This is an optimization exercise on Yosys and OpenROAD, whose aim is a short achievable clock period and few clock cycles, not a production implementation. Function was checked by simulation only, so behaviour that the tests miss may differ from the original. Power figures rest on the tool's default switching activity, not on a simulated workload.

===== run.sh =====
#!/bin/bash
# synth_recipe.tcl (not shown) runs the flow's synth.tcl, then flattens the netlist and writes it again
# the make line also repeats each setting of config.mk as NAME=value (left out here)
make -C /OpenROAD-flow-scripts/flow DESIGN_CONFIG=/design/flow/config.mk WORK_HOME=/design/flow/orfs CLKGATE_MAP_FILE= SYNTH_SCRIPT=/design/flow/synth_recipe.tcl finish

===== config.mk =====
export PLATFORM = sky130hd
export DESIGN_NAME = MipsCore
export DESIGN_NICKNAME = MipsCore
export VERILOG_FILES = /design/flow/design.v
export SDC_FILE = /design/flow/constraint.sdc
export NUM_CORES = 4
export LEC_CHECK = 0
export CAP_MARGIN = 30
export CELL_PAD_IN_SITES_DETAIL_PLACEMENT = 1
export CELL_PAD_IN_SITES_GLOBAL_PLACEMENT = 2
export CORE_MARGIN = 2
export CORE_UTILIZATION = 30
export SLEW_MARGIN = 30

===== constraint.sdc =====
create_clock -name core_clock -period 22.0 [get_ports {clk}]
set_input_delay 4.4000 -clock core_clock [delete_from_list [all_inputs] [get_ports {clk}]]
set_output_delay 4.4000 -clock core_clock [all_outputs]
set_load 0.01 [all_outputs]

===== design.v =====
`default_nettype none
package mipsIsaPkg;
    typedef enum logic [5:0] {
        opSpecial  = 6'h00,
        opRegimm   = 6'h01,
        opJ        = 6'h02,
        opJal      = 6'h03,
        opBeq      = 6'h04,
        opBne      = 6'h05,
        opBlez     = 6'h06,
        opBgtz     = 6'h07,
        opAddi     = 6'h08,
        opSlti     = 6'h0A,
        opOri      = 6'h0D,
        opXori     = 6'h0E,
        opSpecial2 = 6'h1C,
        opLb       = 6'h20,
        opLh       = 6'h21,
        opLw       = 6'h23,
        opSb       = 6'h28,
        opSh       = 6'h29,
        opSw       = 6'h2B
    } opcode_t;
    typedef enum logic [5:0] {
        fnSll  = 6'h00,
        fnSrl  = 6'h02,
        fnJr   = 6'h08,
        fnAddu = 6'h21,
        fnSubu = 6'h23,
        fnAnd  = 6'h24,
        fnOr   = 6'h25,
        fnXor  = 6'h26,
        fnSlt  = 6'h2A
    } funct_t;
    localparam funct_t fnMul = funct_t'(6'h02);
    localparam logic [4:0] rtBltz = 5'd0;
    localparam logic [4:0] rtBgez = 5'd1;
    typedef union packed {
        struct packed {
            opcode_t    opcode;
            logic [4:0] rs;
            logic [4:0] rt;
            logic [4:0] rd;
            logic [4:0] shamt;
            funct_t     funct;
        } rFormat;
        struct packed {
            opcode_t     opcode;
            logic [4:0]  rs;
            logic [4:0]  rt;
            logic [15:0] imm;
        } iFormat;
        struct packed {
            opcode_t     opcode;
            logic [25:0] target;
        } jFormat;
    } instrWord_t;
endpackage
`default_nettype wire
`default_nettype none
package mipsCtrlPkg;
    typedef enum logic [3:0] {
        brBgez     = 4'd0,
        brBeq      = 4'd1,
        brBne      = 4'd2,
        brBgtz     = 4'd3,
        brBlez     = 4'd4,
        brBltz     = 4'd5,
        brJump     = 4'd6,
        brJumpReg  = 4'd7,
        brJumpLink = 4'd8,
        brNone     = 4'd10
    } branchKind_t;
    typedef enum logic [1:0] {
        accWord = 2'd0,
        accHalf = 2'd1,
        accByte = 2'd2
    } accessWidth_t;
    typedef enum logic [3:0] {
        aluAdd,
        aluSub,
        aluAnd,
        aluOr,
        aluXor,
        aluSlt,
        aluSll,
        aluSrl,
        aluMul
    } aluOp_t;
    typedef enum logic [1:0] {
        wbAlu  = 2'd0,
        wbLoad = 2'd1,
        wbLink = 2'd2
    } wbSel_t;
endpackage
`default_nettype wire
`timescale 1ns/10ps
`default_nettype none
module Controller (
    input  mipsIsaPkg::opcode_t         opcode,
    input  mipsIsaPkg::funct_t          funct,
    input  logic [5-1:0]       rtField,
    output mipsCtrlPkg::branchKind_t    branchKind,
    output mipsCtrlPkg::aluOp_t         aluOp,
    output logic                        aluSrcShamt,
    output logic                        aluSrcImm,
    output logic                        signExt,
    output logic                        regDst,
    output logic                        regWrite,
    output mipsCtrlPkg::wbSel_t         wbSel,
    output logic                        readEn,
    output logic                        writeEn,
    output mipsCtrlPkg::accessWidth_t   accessWidth
);
    always_comb begin
        branchKind  = mipsCtrlPkg::brNone;
        aluOp       = mipsCtrlPkg::aluAdd;
        aluSrcShamt = 1'b0;
        aluSrcImm   = 1'b0;
        signExt     = 1'b0;
        regDst      = 1'b0;
        regWrite    = 1'b0;
        wbSel       = mipsCtrlPkg::wbAlu;
        readEn      = 1'b0;
        writeEn     = 1'b0;
        accessWidth = mipsCtrlPkg::accWord;
        case (opcode)
            mipsIsaPkg::opSpecial: begin
                regDst   = 1'b1;
                regWrite = 1'b1;
                case (funct)
                    mipsIsaPkg::fnAddu: aluOp = mipsCtrlPkg::aluAdd;
                    mipsIsaPkg::fnSubu: aluOp = mipsCtrlPkg::aluSub;
                    mipsIsaPkg::fnAnd:  aluOp = mipsCtrlPkg::aluAnd;
                    mipsIsaPkg::fnOr:   aluOp = mipsCtrlPkg::aluOr;
                    mipsIsaPkg::fnXor:  aluOp = mipsCtrlPkg::aluXor;
                    mipsIsaPkg::fnSlt:  aluOp = mipsCtrlPkg::aluSlt;
                    mipsIsaPkg::fnSll: begin
                        aluOp       = mipsCtrlPkg::aluSll;
                        aluSrcShamt = 1'b1;
                    end
                    mipsIsaPkg::fnSrl: begin
                        aluOp       = mipsCtrlPkg::aluSrl;
                        aluSrcShamt = 1'b1;
                    end
                    mipsIsaPkg::fnJr: begin
                        regWrite   = 1'b0;
                        branchKind = mipsCtrlPkg::brJumpReg;
                    end
                    default: regWrite = 1'b0;
                endcase
            end
            mipsIsaPkg::opSpecial2: begin
                if (funct == mipsIsaPkg::fnMul) begin
                    aluOp    = mipsCtrlPkg::aluMul;
                    regDst   = 1'b1;
                    regWrite = 1'b1;
                end
            end
            mipsIsaPkg::opRegimm: begin
                signExt = 1'b1;
                case (rtField)
                    mipsIsaPkg::rtBltz:  branchKind = mipsCtrlPkg::brBltz;
                    mipsIsaPkg::rtBgez:  branchKind = mipsCtrlPkg::brBgez;
                    default: branchKind = mipsCtrlPkg::brNone;
                endcase
            end
            mipsIsaPkg::opBeq: begin
                signExt    = 1'b1;
                branchKind = mipsCtrlPkg::brBeq;
            end
            mipsIsaPkg::opBne: begin
                signExt    = 1'b1;
                branchKind = mipsCtrlPkg::brBne;
            end
            mipsIsaPkg::opBgtz: begin
                signExt    = 1'b1;
                branchKind = mipsCtrlPkg::brBgtz;
            end
            mipsIsaPkg::opBlez: begin
                signExt    = 1'b1;
                branchKind = mipsCtrlPkg::brBlez;
            end
            mipsIsaPkg::opJ: branchKind = mipsCtrlPkg::brJump;
            mipsIsaPkg::opJal: begin
                branchKind = mipsCtrlPkg::brJumpLink;
                regWrite   = 1'b1;
                wbSel      = mipsCtrlPkg::wbLink;
            end
            mipsIsaPkg::opAddi, mipsIsaPkg::opSlti: begin
                aluOp     = (opcode == mipsIsaPkg::opSlti) ? mipsCtrlPkg::aluSlt : mipsCtrlPkg::aluAdd;
                aluSrcImm = 1'b1;
                signExt   = 1'b1;
                regWrite  = 1'b1;
            end
            mipsIsaPkg::opOri, mipsIsaPkg::opXori: begin
                aluOp     = (opcode == mipsIsaPkg::opOri) ? mipsCtrlPkg::aluOr : mipsCtrlPkg::aluXor;
                aluSrcImm = 1'b1;
                regWrite  = 1'b1;
            end
            mipsIsaPkg::opLw, mipsIsaPkg::opLh, mipsIsaPkg::opLb: begin
                aluSrcImm = 1'b1;
                signExt   = 1'b1;
                readEn    = 1'b1;
                regWrite  = 1'b1;
                wbSel     = mipsCtrlPkg::wbLoad;
                case (opcode)
                    mipsIsaPkg::opLh:    accessWidth = mipsCtrlPkg::accHalf;
                    mipsIsaPkg::opLb:    accessWidth = mipsCtrlPkg::accByte;
                    default: accessWidth = mipsCtrlPkg::accWord;
                endcase
            end
            mipsIsaPkg::opSw, mipsIsaPkg::opSh, mipsIsaPkg::opSb: begin
                aluSrcImm = 1'b1;
                signExt   = 1'b1;
                writeEn   = 1'b1;
                case (opcode)
                    mipsIsaPkg::opSh:    accessWidth = mipsCtrlPkg::accHalf;
                    mipsIsaPkg::opSb:    accessWidth = mipsCtrlPkg::accByte;
                    default: accessWidth = mipsCtrlPkg::accWord;
                endcase
            end
            default: ;
        endcase
    end
endmodule
`default_nettype wire
`timescale 1ns/10ps
`default_nettype none
module RegisterFile (
    input  logic                  clk,
    input  logic                  arstN,
    input  logic [5-1:0] rsAddr,
    input  logic [5-1:0] rtAddr,
    input  logic [5-1:0] writeAddr,
    input  logic                  writeEn,
    input  logic [32-1:0]    writeData,
    output logic [32-1:0]    rsData,
    output logic [32-1:0]    rtData
);
    logic [32-1:0] regs [32];
    always_ff @(posedge clk or negedge arstN) begin
        if (!arstN) begin
            for (int i = 0; i < 32; i++) begin
                regs[i] <= '0;
            end
        end else if (writeEn && (writeAddr != '0)) begin
            regs[writeAddr] <= writeData;
        end
    end
    assign rsData = (rsAddr == '0) ? '0 : regs[rsAddr];
    assign rtData = (rtAddr == '0) ? '0 : regs[rtAddr];
endmodule
`default_nettype wire
`timescale 1ns/10ps
`default_nettype none
module Alu (
    input  mipsCtrlPkg::aluOp_t  op,
    input  logic [32-1:0]   a,
    input  logic [32-1:0]   b,
    output logic [32-1:0]   result
);
    logic [4:0] shiftAmt;
    assign shiftAmt = a[4:0];
    always_comb begin
        result = '0;
        case (op)
            mipsCtrlPkg::aluAdd: result = a + b;
            mipsCtrlPkg::aluSub: result = a - b;
            mipsCtrlPkg::aluAnd: result = a & b;
            mipsCtrlPkg::aluOr:  result = a | b;
            mipsCtrlPkg::aluXor: result = a ^ b;
            mipsCtrlPkg::aluSlt: result[0] = ($signed(a) < $signed(b));
            mipsCtrlPkg::aluSll: result = b << shiftAmt;
            mipsCtrlPkg::aluSrl: result = b >> shiftAmt;
            mipsCtrlPkg::aluMul: result = $signed(a) * $signed(b);
            default: result = '0;
        endcase
    end
endmodule
`default_nettype wire
`timescale 1ns/10ps
`default_nettype none
module NextPcUnit (
    input  logic [32-1:0]       pc,
    input  logic [32-1:0]       rsData,
    input  logic [32-1:0]       rtData,
    input  logic [32-1:0]       offset,
    input  logic [25:0]              target,
    input  mipsCtrlPkg::branchKind_t kind,
    output logic [32-1:0]       nextPc,
    output logic [32-1:0]       linkAddr
);
    logic [32-1:0] pcPlus4;
    logic [32-1:0] branchTarget;
    logic [32-1:0] jumpTarget;
    logic               taken;
    assign pcPlus4      = pc + 32'(4);
    assign branchTarget = pcPlus4 + {offset[32-3:0], 2'b00};
    assign jumpTarget   = {pcPlus4[32-1 -: 4], target, 2'b00};
    assign linkAddr     = pcPlus4;
    always_comb begin
        case (kind)
            mipsCtrlPkg::brBgez:  taken = ($signed(rsData) >= 0);
            mipsCtrlPkg::brBltz:  taken = ($signed(rsData) < 0);
            mipsCtrlPkg::brBgtz:  taken = ($signed(rsData) > 0);
            mipsCtrlPkg::brBlez:  taken = ($signed(rsData) <= 0);
            mipsCtrlPkg::brBeq:   taken = (rsData == rtData);
            mipsCtrlPkg::brBne:   taken = (rsData != rtData);
            default: taken = 1'b0;
        endcase
    end
    always_comb begin
        case (kind)
            mipsCtrlPkg::brJump, mipsCtrlPkg::brJumpLink: nextPc = jumpTarget;
            mipsCtrlPkg::brJumpReg:          nextPc = rsData;
            default:            nextPc = taken ? branchTarget : pcPlus4;
        endcase
    end
endmodule
`default_nettype wire
`timescale 1ns/10ps
`default_nettype none
module LoadStoreUnit (
    input  logic [32-1:0]        addr,
    input  logic [32-1:0]        storeData,
    input  logic                      readEn,
    input  logic                      writeEn,
    input  mipsCtrlPkg::accessWidth_t width,
    input  logic [32-1:0]        dmemRData,
    output logic [32-1:0]        dmemAddr,
    output logic [32-1:0]        dmemWData,
    output logic [3:0]                dmemByteEn,
    output logic                      dmemWe,
    output logic                      dmemRe,
    output logic [32-1:0]        loadData
);
    logic [3:0]  laneMask;
    logic [7:0]  loadByte;
    logic [15:0] loadHalf;
    assign dmemAddr = {addr[32-1:2], 2'b00};
    assign dmemWe   = writeEn;
    assign dmemRe   = readEn;
    always_comb begin
        case (width)
            mipsCtrlPkg::accByte: begin
                laneMask  = 4'b1000 >> addr[1:0];
                dmemWData = {4{storeData[7:0]}};
            end
            mipsCtrlPkg::accHalf: begin
                laneMask  = addr[1] ? 4'b0011 : 4'b1100;
                dmemWData = {2{storeData[15:0]}};
            end
            default: begin
                laneMask  = 4'b1111;
                dmemWData = storeData;
            end
        endcase
    end
    assign dmemByteEn = (readEn || writeEn) ? laneMask : 4'b0000;
    assign loadByte = dmemRData[(3 - addr[1:0]) * 8 +: 8];
    assign loadHalf = addr[1] ? dmemRData[15:0] : dmemRData[31:16];
    always_comb begin
        case (width)
            mipsCtrlPkg::accByte: loadData = {{(32-8){loadByte[7]}}, loadByte};
            mipsCtrlPkg::accHalf: loadData = {{(32-16){loadHalf[15]}}, loadHalf};
            default: loadData = dmemRData;
        endcase
    end
endmodule
`default_nettype wire
`timescale 1ns/10ps
`default_nettype none
module MipsCore (
    input  logic               clk,
    input  logic               arstN,
    input  logic [32-1:0] instr,
    input  logic [32-1:0] dmemRData,
    output logic [32-1:0] pc,
    output logic [32-1:0] dmemAddr,
    output logic [32-1:0] dmemWData,
    output logic [3:0]         dmemByteEn,
    output logic               dmemWe,
    output logic               dmemRe
);
    mipsIsaPkg::instrWord_t instrWord;
    mipsCtrlPkg::branchKind_t  branchKind;
    mipsCtrlPkg::aluOp_t       aluOp;
    mipsCtrlPkg::wbSel_t       wbSel;
    mipsCtrlPkg::accessWidth_t accessWidth;
    logic         aluSrcShamt;
    logic         aluSrcImm;
    logic         signExt;
    logic         regDst;
    logic         regWrite;
    logic         readEn;
    logic         writeEn;
    logic [5-1:0] writeAddr;
    logic [32-1:0]    writeData;
    logic [32-1:0]    rsData;
    logic [32-1:0]    rtData;
    logic [32-1:0]    immExt;
    logic [32-1:0]    aluA;
    logic [32-1:0]    aluB;
    logic [32-1:0]    aluResult;
    logic [32-1:0]    loadData;
    logic [32-1:0]    nextPc;
    logic [32-1:0]    linkAddr;
    assign instrWord = instr;
    always_ff @(posedge clk or negedge arstN) begin
        if (!arstN) begin
            pc <= 32'h0000_0000;
        end else begin
            pc <= nextPc;
        end
    end
    Controller uController (
        .opcode      (instrWord.rFormat.opcode),
        .funct       (instrWord.rFormat.funct),
        .rtField     (instrWord.rFormat.rt),
        .branchKind  (branchKind),
        .aluOp       (aluOp),
        .aluSrcShamt (aluSrcShamt),
        .aluSrcImm   (aluSrcImm),
        .signExt     (signExt),
        .regDst      (regDst),
        .regWrite    (regWrite),
        .wbSel       (wbSel),
        .readEn      (readEn),
        .writeEn     (writeEn),
        .accessWidth (accessWidth)
    );
    assign immExt = signExt
        ? {{(32-16){instrWord.iFormat.imm[15]}}, instrWord.iFormat.imm}
        : {{(32-16){1'b0}}, instrWord.iFormat.imm};
    assign aluA = aluSrcShamt ? {{(32-5){1'b0}}, instrWord.rFormat.shamt} : rsData;
    assign aluB = aluSrcImm ? immExt : rtData;
    Alu uAlu (
        .op     (aluOp),
        .a      (aluA),
        .b      (aluB),
        .result (aluResult)
    );
    NextPcUnit uNextPc (
        .pc       (pc),
        .rsData   (rsData),
        .rtData   (rtData),
        .offset   (immExt),
        .target   (instrWord.jFormat.target),
        .kind     (branchKind),
        .nextPc   (nextPc),
        .linkAddr (linkAddr)
    );
    LoadStoreUnit uLsu (
        .addr       (aluResult),
        .storeData  (rtData),
        .readEn     (readEn && arstN),
        .writeEn    (writeEn && arstN),
        .width      (accessWidth),
        .dmemRData  (dmemRData),
        .dmemAddr   (dmemAddr),
        .dmemWData  (dmemWData),
        .dmemByteEn (dmemByteEn),
        .dmemWe     (dmemWe),
        .dmemRe     (dmemRe),
        .loadData   (loadData)
    );
    always_comb begin
        if (wbSel == mipsCtrlPkg::wbLink) begin
            writeAddr = {5{1'b1}};
        end else begin
            writeAddr = regDst ? instrWord.rFormat.rd : instrWord.rFormat.rt;
        end
        case (wbSel)
            mipsCtrlPkg::wbLoad:  writeData = loadData;
            mipsCtrlPkg::wbLink:  writeData = linkAddr;
            default: writeData = aluResult;
        endcase
    end
    RegisterFile uRegFile (
        .clk       (clk),
        .arstN     (arstN),
        .rsAddr    (instrWord.rFormat.rs),
        .rtAddr    (instrWord.rFormat.rt),
        .writeAddr (writeAddr),
        .writeEn   (regWrite),
        .writeData (writeData),
        .rsData    (rsData),
        .rtData    (rtData)
    );
endmodule
`default_nettype wire

==> reports/results.ini <==
[outcome]
outcome=complete, no violations

[route]
viasPerCell=6.72
drt-initial-drc-count=12810
drt_wl_total_um=610000
ant_nets=0
firstDrtPassIters=9
drc_errors=0
vias=89993
detail_route.wl_per_cell_um=45.5

[clock_network]
clk_pin_slew_ns=0.06
cts_sinks=1024
post_cts_resized=0
clock_path_buffers=3
cts_buffers=132
clk_latency_ns=0.85
postCtsSetupBuffers=0
cts_tree=yes
hold_buffers=0
root_buffer=clkbuf_16
h-tree-depth=4

[layout]
regArea_um2=25600
finalInstanceArea_um2=96200
multi_input_area_um2=53300
drive_gt1_share_pct=15.6
layout_commonest_cell=dfrtp_1
area_growth_syn_to_layout_pct=15.2
final_nets=10314
n_fill_cell=31860
final_cell_mix=dfrtp_1 (1024), nand2_1 (891), nand3_1 (628)

[setup_path]
crit_start=instr[20]
timing.rr.end=uRegFile.regs[23][31]$_DFFE_PN0P_
max_stage_delay_ns=0.89
r2r_cells=39
start_kind=primary input
reg2reg_from=uRegFile.regs[23][4]$_DFFE_PN0P_
cpLargestDelayFamily=adder cells
path_depth=41
setup.worst_path.end_class=primary output
endpoint=dmemAddr[31]
slowest_stage=or3_1
cp_max_fo=30
worstSetupPathType=in -> out
r2r_slack_ns=10.46
cp_num_buf_inv=12
arrival_ns=17.12
required_ns=17.60

[synth]
synthArstFlopShare_pct=100
synthCells=9564
syn_area_um2=83500
ys.warnings.count=7
ys_types=124
ys_ff_latch=1024
post-synth-top-area-cell=dfrtp_1
yosysSeqAreaShare_pct=30.7
synth_edf_count=0
synth_top_cell_area_share_pct=30.7
synth_area_per_cell_um2=8.73
synthTopCellsByArea=dfrtp_1 (31%), fa_1 (9.9%), mux2_2 (5.6%)
synth_flop_cell=dfrtp_1

[global_routing]
grt_pass1_wl_um=815000
first_global_vias=88981
grtUsageTotal_pct=41.8
grt_overflow_total=0
antenna_found_initial=60
grt_max_degree=119

[sta]
max_freq_mhz=46.5
fin_crit_ns=21.52
fin_tns_setup_ns=0
hold_viol=0
fin_crit_sh_pct=97.8
rsz0062_at_grt=false
relSlewSlack_pct=18.1
setup_viol=0
slew_violations=0
clock_skew_ns=0.0598
worst_pin_slew_ns=1.23
setup_ws_ns=0.480

[placement]
dp_hpwl_um=444000
dpl-instance-area_um2=91700
place_ws_ns=1.02
port_buffers=165
place.gp.congestion=1.02

[die]
rows=193
die_w_um=532
die_area_um2=283000
core_um2=277000
die_h_um=532
start_util_pct=30.2
ios=168

[power]
leakage_nw=42.0
vdd_drop_max_mv=0.0676
p_sw_mw=3.17
seq_power_share_pct=32.0
power_density_nw_per_um2=77.0
p_sw_share_pct=42.8
p_int_mw=4.24
pwr-share-comb_pct=37.3
clockPowerShare_pct=30.6

[run]
cap_violations=0

[worst_hold_path]
hp-class=reg -> reg
hold_start=uRegFile.regs[4][4]$_DFFE_PN0P_

## sequential cells by signal (all words and copies together) (netlist names)
register and cells:
pc 32, uRegFile.regs 992
## logic make-up after synthesis
kind of cell,Yosys count,share of synthesized area (%)
simple gates,3231,19.0
compound gates,2407,19.4
buf+inv,1437,7.02
flops,1024,30.7
fa+ha+maj,691,14.0
mux,579,7.75
xor+xnor,194,2.12
other cells,1,0.00449
## cell type report
| type | instances | share of cell area (%) |
|---|---|---|
| Multi-Input combinational cell | 7104 | 55.4 |
| Antenna cell | 33 | 0.0859 |
| Sequential cell | 1024 | 26.6 |
| Clock buffer | 193 | 4.02 |
| Tap cell | 3705 | 4.82 |
| Inverter | 573 | 2.24 |
| Clock inverter | 44 | 0.519 |
| Timing Repair Buffer | 722 | 6.31 |
## metrics by stage
step / hold slack [ns] / util (%) / total power, mW / cells
2_1_floorplan: 0.450 / - / 3.64 / 9565
3_3_place_gp: 0.462 / 33.1 / 5.03 / 13124
3_5_place_dp: 0.476 / 33.1 / 5.06 / 13126
4_1_cts: 0.490 / 34.7 / 7.32 / 13363
5_1_grt: 0.506 / 34.7 / 7.60 / 13367
6_report: 0.491 / 34.8 / 7.41 / 13398
## worst min-delay path by stage
stage	end	cells after the start
after CTS	uRegFile.regs[4][4]$_DFFE_PN0P_	2
final	uRegFile.regs[4][4]$_DFFE_PN0P_	2
after detailed placement	uRegFile.regs[4][4]$_DFFE_PN0P_	2
after floorplan	uRegFile.regs[4][4]$_DFFE_PN0P_	2
after global routing	uRegFile.regs[4][4]$_DFFE_PN0P_	2
after global placement	uRegFile.regs[4][4]$_DFFE_PN0P_	2
## synth_stat cells, types with 68 or more instances
library cell,n
a2111oi_0,82
a21oi_1,370
a22o_1,86
a22oi_1,286
a31oi_1,222
and3_1,325
buf_2,248
clkbuf_1,526
dfrtp_1,1024
fa_1,411
ha_1,280
inv_1,551
mux2_2,418
mux2i_1,142
nand2_1,908
nand3_1,628
nand4_1,218
nor2_1,659
nor3_1,86
nor4_1,68
o21ai_0,494
o22ai_1,272
o31ai_1,80
xnor2_1,132
## worst reg2reg max path, delay by kind of cell, from the launching register on
| kind | cells | cell delay, ns |
|---|---|---|
| AO/OA/AOI/OAI | 14 | 3.96 |
| XOR/XNOR | 1 | 0.41 |
| adder cells (fa/ha/maj) | 9 | 3.89 |
| buffers and inverters | 9 | 1.62 |
| flip-flops | 1 | 0.41 |
| multiplexers | 2 | 0.47 |
| AND/OR/NAND/NOR | 4 | 0.71 |
## power by group through the flow
stage / Sequential, mW / Clock, mW / Combinational, mW
floorplan: 2.26 / 0 / 1.38
global placement: 2.38 / 0 / 2.65
detailed placement: 2.38 / 0 / 2.68
CTS: 2.35 / 2.27 / 2.69
global route: 2.38 / 2.34 / 2.88
finish: 2.37 / 2.27 / 2.77
## per-layer routing
layer | global-route usage [%] | vias up | wire [µm]
li1 | - | 34610 | -
met1 | 52.6 | 46818 | 238000
met2 | 60.6 | 6569 | 253000
met3 | 12.5 | 1978 | 66000
met4 | 30.2 | 18 | 52900
met5 | 0 | - | 130
Testbench counts, summed over its fixed seeds: cycles 177,598.

separate check: timing with driven ports:
In the flow no input, the clock included, has a driving cell. The finished layout below was timed again as built, in two steps.
Step 1, drivers: a clkbuf_16 drives clk and a buf_2 each remaining input, both assumed.
Step 2 moves the port delays by t, midway between the first and last clock arrival at a register: inputs arrive t later, outputs are due t later. That takes back most of the time a late clock gives input paths.
a / b / c = no drivers / after step 1 / after step 2; a / b = the first two.
t, ns: 0.925
setup slack, ns: 0.480 / 0.414 / 0.414
worst setup path after step 2: input to output
pins driven straight from the clock port: 1
After both steps setup and hold are still met in this run. The setup slack of this run moves by -0.066 ns with the drivers and by -0.066 ns with both steps.
